What follows belongs to an exercise in optimizing a design on an open flow for small area; a production flow would make more cautious choices. The RTL was checked by simulation tests, not by an equivalence proof against the original design. Power and IR drop assume default switching activity.

==> exp/pepper: inputs <==
==> flow/design.v <==
`timescale 1ns / 1ps
package bncf_pkg;
  localparam int CFG_IDX_W  = 3;
  localparam int CFG_DATA_W = 11;
  localparam logic [CFG_IDX_W-1:0] CFG_IMAGE_WIDTH     = 3'd0;
  localparam logic [CFG_IDX_W-1:0] CFG_IMAGE_HEIGHT    = 3'd1;
  localparam logic [CFG_IDX_W-1:0] CFG_WHITE_THRESHOLD = 3'd2;
  localparam logic [CFG_IDX_W-1:0] CFG_MIN_NEIGHBORS   = 3'd3;
  localparam logic [CFG_IDX_W-1:0] CFG_BORDER_MARGIN   = 3'd4;
  localparam logic [CFG_DATA_W-1:0] RST_IMAGE_WIDTH  = 11'd640;
  localparam logic [CFG_DATA_W-1:0] RST_IMAGE_HEIGHT = 11'd480;
  localparam logic [7:0]            RST_THRESHOLD    = 8'd127;
  localparam logic [3:0]            RST_MIN_NB       = 4'd4;
  localparam logic [3:0]            RST_MARGIN       = 4'd5;
  localparam logic OP_PIXEL = 1'b0;
  localparam logic OP_FLUSH = 1'b1;
  localparam int   PIX_W    = 8;
  localparam logic [PIX_W-1:0] VALUE_WHITE = 8'd255;
  localparam logic [PIX_W-1:0] VALUE_BLACK = 8'd0;
  typedef struct packed {
    logic up;
    logic down;
    logic left;
    logic right;
  } nb_mask_t;
endpackage
`timescale 1ns / 1ps
import bncf_pkg::*;
module binary_neighbor_count_filter #(
  parameter int MAX_WIDTH  = 1024,
  parameter int MAX_HEIGHT = 1024
) (
  input  logic                          clk,
  input  logic                          rst_n,
  input  logic                          cfg_valid,
  output logic                          cfg_ready,
  input  logic [bncf_pkg::CFG_IDX_W-1:0]  cfg_index,
  input  logic [bncf_pkg::CFG_DATA_W-1:0] cfg_data,
  input  logic                          in_valid,
  output logic                          in_ready,
  input  logic                          in_op,
  input  logic [bncf_pkg::PIX_W-1:0]    in_pixel,
  output logic                          out_valid,
  input  logic                          out_ready,
  output logic [bncf_pkg::PIX_W-1:0]    out_value,
  output logic                          out_last
);
  localparam int CW   = $clog2(MAX_WIDTH);    
  localparam int HW   = $clog2(MAX_HEIGHT);   
  localparam int RDW  = HW + 1;               
  localparam int NSEG = CW;                   
  localparam int SRL  = (1 << NSEG) - 1;      
  function automatic logic [CW-1:0] clamp_w(input logic [CFG_DATA_W-1:0] v);
    logic [CFG_DATA_W-1:0] m;
    m = v - CFG_DATA_W'(1);
    if (v == '0) clamp_w = '0;
    else if (v > CFG_DATA_W'(MAX_WIDTH)) clamp_w = CW'(MAX_WIDTH - 1);
    else clamp_w = m[CW-1:0];
  endfunction
  function automatic logic [HW-1:0] clamp_h(input logic [CFG_DATA_W-1:0] v);
    logic [CFG_DATA_W-1:0] m;
    m = v - CFG_DATA_W'(1);
    if (v == '0) clamp_h = '0;
    else if (v > CFG_DATA_W'(MAX_HEIGHT)) clamp_h = HW'(MAX_HEIGHT - 1);
    else clamp_h = m[HW-1:0];
  endfunction
  logic [CW-1:0] wm1_r, wm1_d;    
  logic [HW-1:0] hm1_r, hm1_d;    
  logic [7:0]    thresh_r;
  logic [3:0]    min_nb_r;
  logic [3:0]    margin_r;
  logic [3:0]     cs_r;    
  logic [CW-1:0]  cd_r;    
  logic [3:0]     rs_r;    
  logic [RDW-1:0] rd_r;    
  logic cfg_fire, restart;
  logic in_fire, in_image, early_flush, load;
  logic col0, col1, wrap, at_end;
  logic in_band, pix_bit;
  logic en_r, en_n_r;
  logic s1_bit_r, s1_emit_r, s1_last_r;
  logic s1_up_r, s1_down_r, s1_left_r, s1_right_r;
  logic ph_r;
  logic           fa_r, fb_r;
  logic [SRL-1:0] sa_r, sb_r, sa_in, sb_in;
  logic [NSEG:0]  ta, tb;
  logic lt_r, lm_r, lb_r, ct_r;
  logic top, mid, cm, cb;
  logic [3:0] nb_count;
  logic       res, push;
  logic out_valid_r, out_val_r, out_last_r;
  logic sk_valid_r, sk_val_r, sk_last_r;
  logic pop;
  assign cfg_ready = 1'b1;
  assign cfg_fire  = cfg_valid;
  assign restart   = cfg_fire && (cfg_index == CFG_IMAGE_WIDTH ||
                                  cfg_index == CFG_IMAGE_HEIGHT);
  assign wm1_d = (cfg_fire && cfg_index == CFG_IMAGE_WIDTH)  ? clamp_w(cfg_data) : wm1_r;
  assign hm1_d = (cfg_fire && cfg_index == CFG_IMAGE_HEIGHT) ? clamp_h(cfg_data) : hm1_r;
  always_ff @(posedge clk) begin
    if (!rst_n) begin
      wm1_r    <= clamp_w(RST_IMAGE_WIDTH);
      hm1_r    <= clamp_h(RST_IMAGE_HEIGHT);
      thresh_r <= RST_THRESHOLD;
      min_nb_r <= RST_MIN_NB;
      margin_r <= RST_MARGIN;
    end else begin
      wm1_r <= wm1_d;
      hm1_r <= hm1_d;
      if (cfg_fire && cfg_index == CFG_WHITE_THRESHOLD) thresh_r <= cfg_data[7:0];
      if (cfg_fire && cfg_index == CFG_MIN_NEIGHBORS)   min_nb_r <= cfg_data[3:0];
      if (cfg_fire && cfg_index == CFG_BORDER_MARGIN)   margin_r <= cfg_data[3:0];
    end
  end
  assign pop      = out_valid_r && out_ready;
  assign push     = en_r && s1_emit_r;
  assign in_ready = out_ready || (32'(out_valid_r) + 32'(sk_valid_r) + 32'(push) <= 1);
  assign in_fire  = in_valid && in_ready;
  assign col0        = cs_r == 4'd0;
  assign col1        = cs_r == 4'd1;
  assign wrap        = cd_r == '0;
  assign in_image    = !rd_r[RDW-1];
  assign early_flush = in_image && (in_op == OP_FLUSH);
  assign load        = in_fire && !early_flush;
  assign at_end      = col0 && (rd_r == RDW'(-2));
  assign in_band = (rs_r < margin_r) || ((5'(rd_r[3:0]) + 5'd1 < 5'(margin_r)) && rd_r[RDW-1:4] == '0) ||
                   (cs_r < margin_r) || ((5'(cd_r[3:0]) + 5'd1 < 5'(margin_r)) && cd_r[CW-1:4] == '0);
  assign pix_bit = in_image && !in_band && (in_pixel >= thresh_r);
  always_ff @(posedge clk) begin
    if (!rst_n) begin
      cs_r <= '0;
      cd_r <= clamp_w(RST_IMAGE_WIDTH);
      rs_r <= '0;
      rd_r <= RDW'(clamp_h(RST_IMAGE_HEIGHT));
    end else if (restart || (load && at_end)) begin
      cs_r <= '0;
      cd_r <= wm1_d;
      rs_r <= '0;
      rd_r <= RDW'(hm1_d);
    end else if (load) begin
      if (wrap) begin
        cs_r <= '0;
        cd_r <= wm1_r;
        rs_r <= (rs_r == 4'd15) ? rs_r : rs_r + 4'd1;
        rd_r <= rd_r - RDW'(1);
      end else begin
        cs_r <= (cs_r == 4'd15) ? cs_r : cs_r + 4'd1;
        cd_r <= cd_r - CW'(1);
      end
    end
  end
  always_ff @(posedge clk) begin
    if (!rst_n) begin
      en_r   <= 1'b0;
      en_n_r <= 1'b1;
      ph_r   <= 1'b0;
    end else begin
      en_r   <= load;
      en_n_r <= !load;
      ph_r   <= !ph_r;
    end
  end
  always_ff @(posedge clk) begin
    s1_bit_r   <= pix_bit;
    s1_emit_r  <= col0 ? (rs_r >= 4'd2) : (rs_r >= 4'd1);
    s1_last_r  <= at_end;
    s1_up_r    <= col0 ? (rs_r >= 4'd3) : (rs_r >= 4'd2);
    s1_down_r  <= !rd_r[RDW-1] || (col0 && rd_r == RDW'(-1));
    s1_left_r  <= !col1 && (wm1_r != '0);
    s1_right_r <= !col0;
  end
  assign ta[0] = fa_r;
  assign tb[0] = fb_r;
  for (genvar i = 0; i < NSEG; i++) begin : g_seg
    localparam int B = (1 << i) - 1;
    localparam int L = 1 << i;
    assign sa_in[B] = ta[i];
    assign sb_in[B] = tb[i];
    if (L > 1) begin : g_shift
      assign sa_in[B+L-1:B+1] = sa_r[B+L-2:B];
      assign sb_in[B+L-1:B+1] = sb_r[B+L-2:B];
    end
    assign ta[i+1] = wm1_r[i] ? sa_r[B+L-1] : ta[i];
    assign tb[i+1] = wm1_r[i] ? sb_r[B+L-1] : tb[i];
  end
  always_ff @(posedge clk) begin
    fa_r <= ~(((s1_bit_r ^ ph_r) | en_n_r) & (fa_r | en_r));
    fb_r <= ~((ta[NSEG] | en_n_r) & (fb_r | en_r));
    sa_r <= ~((sa_in | {SRL{en_n_r}}) & (sa_r | {SRL{en_r}}));
    sb_r <= ~((sb_in | {SRL{en_n_r}}) & (sb_r | {SRL{en_r}}));
  end
  assign mid = ta[NSEG] ^ ph_r;
  assign top = tb[NSEG] ^ ph_r;
  assign cb  = fa_r ^ ph_r;
  assign cm  = fb_r ^ ph_r;
  always_ff @(posedge clk) begin
    if (en_r) begin
      lt_r <= ct_r;
      lm_r <= cm;
      lb_r <= cb;
      ct_r <= top;
    end
  end
  always_comb begin
    nb_count = 4'(lt_r & s1_left_r & s1_up_r)
             + 4'(lm_r & s1_left_r)
             + 4'(lb_r & s1_left_r & s1_down_r)
             + 4'(ct_r & s1_up_r)
             + 4'(cb & s1_down_r)
             + 4'(top & s1_right_r & s1_up_r)
             + 4'(mid & s1_right_r)
             + 4'(s1_bit_r & s1_right_r & s1_down_r);
    res = nb_count >= min_nb_r;
  end
  always_ff @(posedge clk) begin
    if (!rst_n) begin
      out_valid_r <= 1'b0;
      sk_valid_r  <= 1'b0;
    end else if (!out_valid_r || pop) begin
      out_valid_r <= sk_valid_r || push;
      sk_valid_r  <= sk_valid_r && push;
    end else if (push) begin
      sk_valid_r  <= 1'b1;
    end
  end
  always_ff @(posedge clk) begin
    if (!out_valid_r || pop) begin
      if (sk_valid_r) begin
        out_val_r  <= sk_val_r;
        out_last_r <= sk_last_r;
      end else begin
        out_val_r  <= res;
        out_last_r <= s1_last_r;
      end
    end
    if (push && (sk_valid_r || (out_valid_r && !pop))) begin
      sk_val_r  <= res;
      sk_last_r <= s1_last_r;
    end
  end
  assign out_valid = out_valid_r;
  assign out_value = out_val_r ? VALUE_WHITE : VALUE_BLACK;
  assign out_last  = out_last_r;
endmodule
==> flow/run.sh <==
#!/bin/bash
# synth_recipe.tcl (not shown) runs the flow's synth.tcl, then flattens the netlist and writes it again
# the make line also repeats each setting of config.mk as NAME=value (left out here)
make -C /OpenROAD-flow-scripts/flow DESIGN_CONFIG=/design/flow/config.mk WORK_HOME=/design/flow/orfs CLKGATE_MAP_FILE= SYNTH_SCRIPT=/design/flow/synth_recipe.tcl finish
==> flow/config.mk <==
export PLATFORM = sky130hd
export DESIGN_NAME = binary_neighbor_count_filter
export DESIGN_NICKNAME = binary_neighbor_count_filter
export VERILOG_FILES = /design/flow/design.v
export SDC_FILE = /design/flow/constraint.sdc
export NUM_CORES = 4
export LEC_CHECK = 0
export CAP_MARGIN = 20
export CORE_MARGIN = 2
export CORE_UTILIZATION = 70
export CTS_BUF_LIST = sky130_fd_sc_hd__clkbuf_8
export CTS_CLUSTER_DIAMETER = 50
export CTS_CLUSTER_SIZE = 20
export PLACE_DENSITY = 0.8
export SLEW_MARGIN = 20
==> flow/constraint.sdc <==
create_clock -name core_clock -period 7.0 [get_ports {clk}]
set_input_delay 1.4000 -clock core_clock [delete_from_list [all_inputs] [get_ports {clk}]]
set_output_delay 1.4000 -clock core_clock [all_outputs]
set_load 0.01 [all_outputs]
==> exp/raven: changes against exp/pepper <==
--- a/flow/config.mk
+++ b/flow/config.mk
@@ -8,8 +8,8 @@
 export CAP_MARGIN = 20
 export CORE_MARGIN = 2
-export CORE_UTILIZATION = 70
+export CORE_UTILIZATION = 85
 export CTS_BUF_LIST = sky130_fd_sc_hd__clkbuf_8
-export CTS_CLUSTER_DIAMETER = 50
-export CTS_CLUSTER_SIZE = 20
-export PLACE_DENSITY = 0.8
+export CTS_CLUSTER_DIAMETER = 45
+export CTS_CLUSTER_SIZE = 18
+export PLACE_DENSITY = 0.92
 export SLEW_MARGIN = 20
==> comparison table <==
Tap Cells: exp/pepper 1155; exp/raven 950
Starting density of the core: exp/pepper 70.6%; exp/raven 85.8%
Part of the power in combinational logic: exp/pepper 10.3%; exp/raven 11.0%
Vias post-DR: exp/pepper 38000; exp/raven 42500
Outcome: exp/pepper finished clean; exp/raven finished clean
Part of the total power dissipated in the clock network: exp/pepper 23.4%; exp/raven 23.3%
Post-Route Utilization: exp/pepper 74.1%; exp/raven 89.8%
Setup slack of the most critical reg-to-reg path: exp/pepper 1.77 ns; exp/raven 1.79 ns
CTS clock-pin slew for the worst setup and hold paths: exp/pepper 0.11 ns; exp/raven 0.10 ns
WL met1: exp/pepper 47500 microns; exp/raven 55500 microns
Total length of routed met2 wires: exp/pepper 42300 microns; exp/raven 69100 microns
Register share of total power: exp/pepper 66.3%; exp/raven 65.6%
Power Internal: exp/pepper 19.3 mW; exp/raven 19.5 mW
Fraction of layout instances using a drive strength above 1: exp/pepper 5.34%; exp/raven 5.44%
Pwr per Cell Area: exp/pepper 401 nW/um^2; exp/raven 421 nW/um^2
Time the final worst path needs with I/O delays and setup: exp/pepper 5.23 ns; exp/raven 5.21 ns
Die Footprint: exp/pepper 89800 sq um; exp/raven 74200 sq um
Share of cell area taken by multi-input logic gates: exp/pepper 25.4%; exp/raven 25.5%
Die boundary width: exp/pepper 300 microns; exp/raven 272 microns
Sequential power: exp/pepper 17.1 mW; exp/raven 17.7 mW

## static timing again, ports no longer ideal
No port has a modelled driver above. Below, the same layouts with a new extraction and two added sets of constraints.
Step 1 assumes that a clkbuf_16 drives the clock port and a buf_2 every other input.
Step 2 moves the port delays by t, midway between the first and last clock arrival at a register: inputs arrive t later, outputs are due t later. That takes back most of the time a late clock gives input paths.
Slacks: ideal ports / drivers / drivers and shift; pairs: ideal ports / drivers.
| run | t (ns) | setup WS [ns] | clock arrival spread, ns | worst register clock-pin slew, ns | cell pins on the clock port's net |
|---|---|---|---|---|---|
| exp/pepper | 0.876 | 1.773 / 1.773 / 1.773 | 0.070 / 0.070 | 0.12 / 0.12 | 1 |
| exp/raven | 0.906 | 1.787 / 1.787 / 1.787 | 0.048 / 0.048 | 0.12 / 0.12 | 1 |
After both steps setup and hold are still met in every run listed.
